Background: an optimization exercise with open tools, aiming at small area. Do not read the settings as production practice. In this exercise RTL edits were held to simulation tests only and were not proved equivalent to the original. Power and IR drop assume default switching activity.

Design esm_dwell_reporter, start of the top module:
module esm_dwell_reporter
#(
    parameter int          AXI_DATA_WIDTH = 32,    
    parameter logic [31:0] REPORT_MAGIC   = 32'h45534D52,
    parameter logic [7:0]  MODULE_ID      = 8'h02,
    parameter logic [7:0]  MESSAGE_TYPE   = 8'h10
) (
    input  logic                      Clk,
    input  logic                      Rst,
    input  logic                      Enable,
    input  logic                      Dwell_active,
    input  logic [183:0]              Dwell_data,
    input  logic [31:0]               Dwell_sequence_num,
    input  logic [63:0]               Timestamp,
    output logic                      M_axis_valid,
    input  logic                      M_axis_ready,
    output logic [AXI_DATA_WIDTH-1:0] M_axis_data,
    output logic                      M_axis_last,
    output logic [15:0]               Dropped_count
);
    logic                active_prev_r;
    logic                captured_r;
    logic [63:0]         sh_ts_r;
    logic [31:0]         act_cnt_r;
    logic [183:0]        meta_r;
    logic [31:0]         dseq_r;
    logic                pend_valid_r;
    logic [63:0]         pend_ts_r;
    logic [31:0]         pend_cnt_r;
    logic [31:0]         rpt_seq_r;
    logic [15:0]         dropped_r;
    logic                send_r;
    logic [3:0]          word_idx_r;
    logic                last_s;
    logic                beat_acc_s;
    logic                last_acc_s;
    logic                dwell_start_s;
    logic                dwell_fall_s;
    logic                dwell_end_s;
    logic                pend_load_s;
    logic                dwell_drop_s;
    logic                meta_we_s;
    assign last_s        = word_idx_r[3] & word_idx_r[2] & word_idx_r[0];
  ...
==> flow/config.mk <==
export PLATFORM = sky130hd
export DESIGN_NAME = esm_dwell_reporter
export DESIGN_NICKNAME = esm_dwell_reporter
export VERILOG_FILES = /design/flow/design.v
export SDC_FILE = /design/flow/constraint.sdc
export NUM_CORES = 4
export LEC_CHECK = 0
export CAP_MARGIN = 20
export CORE_MARGIN = 2
export CORE_UTILIZATION = 65
export SLEW_MARGIN = 20
==> flow/constraint.sdc <==
create_clock -name core_clock -period 5.0 [get_ports {Clk}]
set_input_delay 1.0000 -clock core_clock [delete_from_list [all_inputs] [get_ports {Clk}]]
set_output_delay 1.0000 -clock core_clock [all_outputs]
set_load 0.01 [all_outputs]
standard.sh (not shown) runs the stock make flow with config.mk's settings and CLKGATE_MAP_FILE= SYNTH_SCRIPT=/design/flow/synth_recipe.tcl, a recipe that flattens the netlist after the stock synthesis.
==> flow/flow/run.sh <==
#!/bin/bash
# Layout flow: the standard ORFS flow with three changes that only affect
# how the layout is built (not the design, constraints or what is measured):
#   1. After the standard synthesis, the combinational logic between the
#      registers is re-mapped by ABC for area (registers, their names and cell
#      types are left exactly as the standard synthesis made them).
#   2. Port buffers are made from the smallest buffer cell.
#   3. The clock tree uses smaller clock buffers and no dummy loads.
# Each tool's output goes to a log file of its own in this folder.
set -euo pipefail
export BUFFER_PORTS_ARGS="-buffer_cell sky130_fd_sc_hd__buf_1"
if [[ -f flow/cts_args ]]; then
  export CTS_ARGS="$(cat flow/cts_args)"
fi
R=orfs/results/${FLOW_PLATFORM}/esm_dwell_reporter/base
LIB=${FLOW_HOME}/platforms/${FLOW_PLATFORM}/lib/sky130_fd_sc_hd__tt_025C_1v80.lib

bash standard.sh synth > make_synth.log 2>&1

cp $R/1_2_yosys.v $R/1_2_yosys_std.v
DU=$(sed -n '/DONT_USE_CELLS += /,/^$/p' ${FLOW_HOME}/platforms/${FLOW_PLATFORM}/config.mk | tr -d '\\' | tr ' ' '\n' | grep sky130 | sed 's/^/-dont_use /' | tr '\n' ' ')
cat > reopt.ys <<EOY
read_liberty -ignore_miss_func $LIB
read_verilog $R/1_2_yosys_std.v
hierarchy -top ${FLOW_TOP}
blackbox sky130_fd_sc_hd__*df* sky130_fd_sc_hd__*dl* sky130_fd_sc_hd__conb_*
select -assert-none ${FLOW_TOP}/t:sky130_fd_sc_hd__*dl*
tee -o reopt_regs_before.txt select -list ${FLOW_TOP}/t:sky130_fd_sc_hd__dfxtp_1 ${FLOW_TOP}/t:sky130_fd_sc_hd__edfxtp_1
flatten
blackbox sky130_fd_sc_hd__*
opt -purge
abc -liberty $LIB $DU -script $(pwd)/flow/abc.script
read_liberty -lib -overwrite -ignore_miss_func $LIB
opt_clean -purge
hilomap -singleton -hicell sky130_fd_sc_hd__conb_1 HI -locell sky130_fd_sc_hd__conb_1 LO
insbuf -buf sky130_fd_sc_hd__buf_1 A X
splitnets
opt_clean -purge
tee -o reopt_regs_after.txt select -list ${FLOW_TOP}/t:sky130_fd_sc_hd__dfxtp_1 ${FLOW_TOP}/t:sky130_fd_sc_hd__edfxtp_1
tee -o reopt_regs_after_all.txt select -list ${FLOW_TOP}/t:sky130_fd_sc_hd__*df*
tee -o reopt_stat.txt stat -liberty $LIB
check -assert -mapped
write_verilog -noattr -nohex -nodec $R/1_2_yosys.v
EOY
yosys -s reopt.ys > yosys_reopt.log 2>&1
# the registers must be the standard synthesis's: same names, same cell types
for t in dfxtp_1 edfxtp_1; do
  grep -c "sky130_fd_sc_hd__$t " $R/1_2_yosys_std.v > reopt_n_std_$t.txt || true
  grep -c "sky130_fd_sc_hd__$t " $R/1_2_yosys.v > reopt_n_new_$t.txt || true
  cmp reopt_n_std_$t.txt reopt_n_new_$t.txt
done
cmp <(sort reopt_regs_before.txt) <(sort reopt_regs_after.txt)
cmp <(sort reopt_regs_before.txt) <(sort reopt_regs_after_all.txt)
[[ $(grep -c "sky130_fd_sc_hd__[a-z]*df[a-z]*_[0-9] " $R/1_2_yosys_std.v) == $(wc -l < reopt_regs_before.txt) ]]
rm -f $R/1_synth.odb

bash standard.sh finish > make_finish.log 2>&1
==> flow/flow/abc.script <==
strash
&get -n
&fraig -x
&put
dc2
strash
&get -n
&dch -f
&nf -R 1000
&put
==> flow/flow/cts_args <==
-sink_clustering_enable -repair_clock_nets -dont_use_dummy_load -buf_list sky130_fd_sc_hd__clkbuf_8
Change:
==> flow/flow/abc.script (replaced) <==
strash
&get -n
&fraig -x
&put
dc2
strash
&get -n
&dch -f
&nf -R 1000 -p -F 6 -A 4 -C 32
&put
strash
&get -n
&dch -f
&nf -R 1000 -p -F 6 -A 4 -C 32
&put
==> flow/flow/cts_args (replaced) <==
-sink_clustering_enable -repair_clock_nets -dont_use_dummy_load -buf_list sky130_fd_sc_hd__clkbuf_8 -sink_clustering_size 16 -sink_clustering_max_diameter 100
--- a/flow/config.mk
+++ b/flow/config.mk
@@ -8 +8 @@
-export CAP_MARGIN = 20
+export CAP_MARGIN = 10
@@ -11 +11 @@
-export SLEW_MARGIN = 20
+export SLEW_MARGIN = 10
The new run produced a clean layout.
Synthesized cell count goes down by a few percent.
Sequential share of layout area goes up by 2.3 points.
Area after synthesis goes down slightly.
Cell area goes down by a few percent.
Die area goes down slightly.
Total power goes down by roughly a tenth.
Maximum frequency goes down slightly.
Change:
==> flow/flow/abc.script (replaced) <==
strash
&get -n
&fraig -x
&put
dc2
strash
&get -n
&dch -f
&nf -R 1000
&put
--- a/flow/config.mk
+++ b/flow/config.mk
@@ -8 +8 @@
-export CAP_MARGIN = 10
+export CAP_MARGIN = 20
@@ -11 +11 @@
-export SLEW_MARGIN = 10
+export SLEW_MARGIN = 20
Result: Die area rose by 0.83%. Critical path depth went up by 2. Total power stays flat. Register-to-register slack improved by 240 ps. Combinational power fell by about 3%. Wire length came out higher by 1.3%. Clock skew goes up by 5.2 ps. Area after synthesis came out higher by about 0.9%. Count of clock-buffer cells in the layout does not change. Setup slack gains 110 ps.
Change:
==> flow/flow/abc.script (replaced) <==
strash
&get -n
&fraig -x
&put
dc2
strash
&get -n
&dch -f
&nf -R 1000 -p -F 6 -A 4 -C 32
&put
strash
&get -n
&dch -f
&nf -R 1000 -p -F 6 -A 4 -C 32
&put
--- a/flow/config.mk
+++ b/flow/config.mk
@@ -10 +10 @@
-export CORE_UTILIZATION = 65
+export CORE_UTILIZATION = 75
Result: Die area decreases by about 14%; synthesized cell count decreases by 4.5%; fmax decreases by about 7%; wire length barely changes; cell area decreases by about 1.6%; clock-buffer cell count stays the same.
Change:
--- a/flow/config.mk
+++ b/flow/config.mk
@@ -10 +10 @@
-export CORE_UTILIZATION = 75
+export CORE_UTILIZATION = 65
Result: The changed run ran to the end with no violations. Worst setup slack improves by 230 ps. Design area is higher by 0.86%. Via count is lower by 3.3%. Power is about the same. Clock-buffer cell count is unchanged. Sequential share of layout area is lower by 0.59 points. Cell count is higher by 3.6%. Hold slack degrades by 5.9 ps. Combinational power is about the same.

---

The RTL this note starts from:
==> flow/design.v <==
module esm_dwell_reporter
#(
    parameter int          AXI_DATA_WIDTH = 32,    
    parameter logic [31:0] REPORT_MAGIC   = 32'h45534D52,
    parameter logic [7:0]  MODULE_ID      = 8'h02,
    parameter logic [7:0]  MESSAGE_TYPE   = 8'h10
) (
    input  logic                      Clk,
    input  logic                      Rst,
    input  logic                      Enable,
    input  logic                      Dwell_active,
    input  logic [183:0]              Dwell_data,
    input  logic [31:0]               Dwell_sequence_num,
    input  logic [63:0]               Timestamp,
    output logic                      M_axis_valid,
    input  logic                      M_axis_ready,
    output logic [AXI_DATA_WIDTH-1:0] M_axis_data,
    output logic                      M_axis_last,
    output logic [15:0]               Dropped_count
);
    logic                active_prev_r;
    logic                captured_r;
    logic [63:0]         sh_ts_r;
    logic [31:0]         act_cnt_r;
    logic [183:0]        meta_r;
    logic [31:0]         dseq_r;
    logic                pend_valid_r;
    logic [63:0]         pend_ts_r;
    logic [31:0]         pend_cnt_r;
    logic [31:0]         rpt_seq_r;
    logic [15:0]         dropped_r;
    logic                send_r;
    logic [13:0]         word_oh_r;     
    logic                last_s;
    logic                beat_acc_s;
    logic                last_acc_s;
    logic                dwell_start_s;
    logic                dwell_fall_s;
    logic                dwell_end_s;
    logic                pend_load_s;
    logic                dwell_drop_s;
    logic                meta_we_s;
    assign last_s        = word_oh_r[13];
    assign beat_acc_s    = send_r & M_axis_ready;
    assign last_acc_s    = beat_acc_s & last_s;
    assign dwell_start_s = Dwell_active & ~active_prev_r & Enable;
    assign dwell_fall_s  = ~Dwell_active & active_prev_r;
    assign dwell_end_s   = dwell_fall_s & captured_r;
    assign pend_load_s   = dwell_end_s & (~pend_valid_r | last_acc_s);
    assign dwell_drop_s  = dwell_end_s & ~pend_load_s;
    assign meta_we_s     = Dwell_active & (~pend_valid_r | (word_oh_r[12] | word_oh_r[13]));
    always_ff @(posedge Clk) begin
        active_prev_r <= Dwell_active;
        if (Rst) begin
            captured_r <= 1'b0;
        end else if (dwell_start_s) begin
            captured_r <= 1'b1;
        end else if (dwell_fall_s) begin
            captured_r <= 1'b0;
        end
    end
    always_ff @(posedge Clk) begin
        if (dwell_start_s) begin
            sh_ts_r <= Timestamp;
        end
    end
    always_ff @(posedge Clk) begin
        if (dwell_start_s) begin
            act_cnt_r <= 32'd1;
        end else begin
            act_cnt_r <= act_cnt_r + 32'd1;
        end
    end
    always_ff @(posedge Clk) begin
        if (meta_we_s) begin
            meta_r <= Dwell_data;
            dseq_r <= Dwell_sequence_num;
        end
    end
    always_ff @(posedge Clk) begin
        if (pend_load_s) begin
            pend_ts_r  <= sh_ts_r;
            pend_cnt_r <= act_cnt_r;
        end
    end
    always_ff @(posedge Clk) begin
        if (Rst) begin
            pend_valid_r <= 1'b0;
        end else if (pend_load_s) begin
            pend_valid_r <= 1'b1;
        end else if (last_acc_s) begin
            pend_valid_r <= 1'b0;
        end
    end
    always_ff @(posedge Clk) begin
        if (Rst) begin
            rpt_seq_r <= 32'd0;
            dropped_r <= 16'd0;
        end else begin
            if (last_acc_s) begin
                rpt_seq_r <= rpt_seq_r + 32'd1;
            end
            if (dwell_drop_s && (dropped_r != 16'hFFFF)) begin
                dropped_r <= dropped_r + 16'd1;
            end
        end
    end
    always_ff @(posedge Clk) begin
        if (Rst) begin
            send_r <= 1'b0;
        end else if (!send_r) begin
            send_r <= pend_valid_r;
        end else if (last_acc_s) begin
            send_r <= 1'b0;
        end
    end
    always_ff @(posedge Clk) begin
        if (!send_r) begin
            word_oh_r <= 14'd1;
        end else if (beat_acc_s) begin
            word_oh_r <= {word_oh_r[12:0], 1'b0};
        end
    end
    assign M_axis_data = ({32{word_oh_r[0]}}  & REPORT_MAGIC)
                       | ({32{word_oh_r[1]}}  & rpt_seq_r)
                       | ({32{word_oh_r[2]}}  & {MODULE_ID, MESSAGE_TYPE, 16'h0000})
                       | ({32{word_oh_r[3]}}  & dseq_r)
                       | ({32{word_oh_r[4]}}  & meta_r[183:152])
                       | ({32{word_oh_r[5]}}  & meta_r[151:120])
                       | ({32{word_oh_r[6]}}  & {16'h0000, meta_r[119:104]})
                       | ({32{word_oh_r[7]}}  & {16'h0000, meta_r[103:88]})
                       | ({32{word_oh_r[8]}}  & meta_r[55:24])
                       | ({32{word_oh_r[9]}}  & meta_r[87:56])
                       | ({32{word_oh_r[10]}} & {meta_r[23:8], 8'h00, meta_r[7:0]})
                       | ({32{word_oh_r[11]}} & pend_cnt_r)
                       | ({32{word_oh_r[12]}} & pend_ts_r[31:0])
                       | ({32{word_oh_r[13]}} & pend_ts_r[63:32]);
    assign M_axis_valid  = send_r;
    assign M_axis_last   = last_s;
    assign Dropped_count = dropped_r;
endmodule
clock: 5.0 ns
lec_check: 0
cap_margin: 20
core_margin: 2
core_utilization: 75
slew_margin: 20
==> flow/flow/abc.script <==
strash
&get -n
&fraig -x
&put
dc2
strash
&get -n
&dch -f
&nf -R 100 -p -F 6 -A 4 -C 32
&put
strash
&get -n
&dch -f
&nf -R 100 -p -F 6 -A 4 -C 32
&put
strash
&get -n
&dch -f
&nf -R 100 -p -F 6 -A 4 -C 32
&put
==> flow/flow/cts_args <==
-sink_clustering_enable -repair_clock_nets -dont_use_dummy_load -buf_list sky130_fd_sc_hd__clkbuf_4 -sink_clustering_size 10 -sink_clustering_max_diameter 60
Scripts as last shown in full above: flow/flow/run.sh
The starting point went through all stages and came out clean.
Then changed:
==> flow/flow/cts_args (replaced) <==
-sink_clustering_enable -repair_clock_nets -dont_use_dummy_load -buf_list sky130_fd_sc_hd__clkbuf_8 -sink_clustering_size 16 -sink_clustering_max_diameter 100
Effect: The changed run produced a clean layout; power went up by 2.0%; utilization went up by 0.38 points; wire length went down by 0.33%; sequential power barely changes; first-iteration DRC count went down by about 0.44%; combinational power hardly moves; die area is unchanged; global-route usage went down by 0.32 points; design area went up by about 0.44%; sequential cell count stays the same; synthesized cell count is unchanged.

-- port drivers added, routing unchanged --
No port has a modelled driver above. Below, the same layouts with a new extraction and two added sets of constraints. Step 1 assumes that a clkbuf_16 drives the clock port and a buf_2 every other input. Step 2, shift: input delay + t, output delay - t, t = (earliest + latest rising clock arrival at the registers) / 2. This alone moves slack from input paths to output paths. Three values: ideal ports, drivers, drivers and shift; two values: the first two.
run | shift t [ns] | slack for setup (ns) | worst data-port slew with drivers (ns)
the first run of note 1 | 0.603 | 0.584 / 0.536 / 0.277 | 0.08
the second run of note 1 | 0.597 | 0.514 / 0.470 / 0.116 | 0.09
the third run of note 1 | 0.592 | 0.627 / 0.582 / 0.275 | 0.09
the fourth run of note 1 | 0.590 | 0.284 / 0.242 / 0.137 | 0.09
the fifth run of note 1 | 0.597 | 0.514 / 0.470 / 0.116 | 0.09
the first run of note 2 | 0.736 | 0.634 / 0.633 / -0.104 | 0.07
the second run of note 2 | 0.576 | 0.495 / 0.485 / -0.091 | 0.07
Met with ideal ports but missed after step 2: setup timing in the first run of note 2 and the second run of note 2. For the first run of note 2, which loses most, drivers alone change the setup slack by -0.001 ns; drivers and shift together by -0.738 ns.
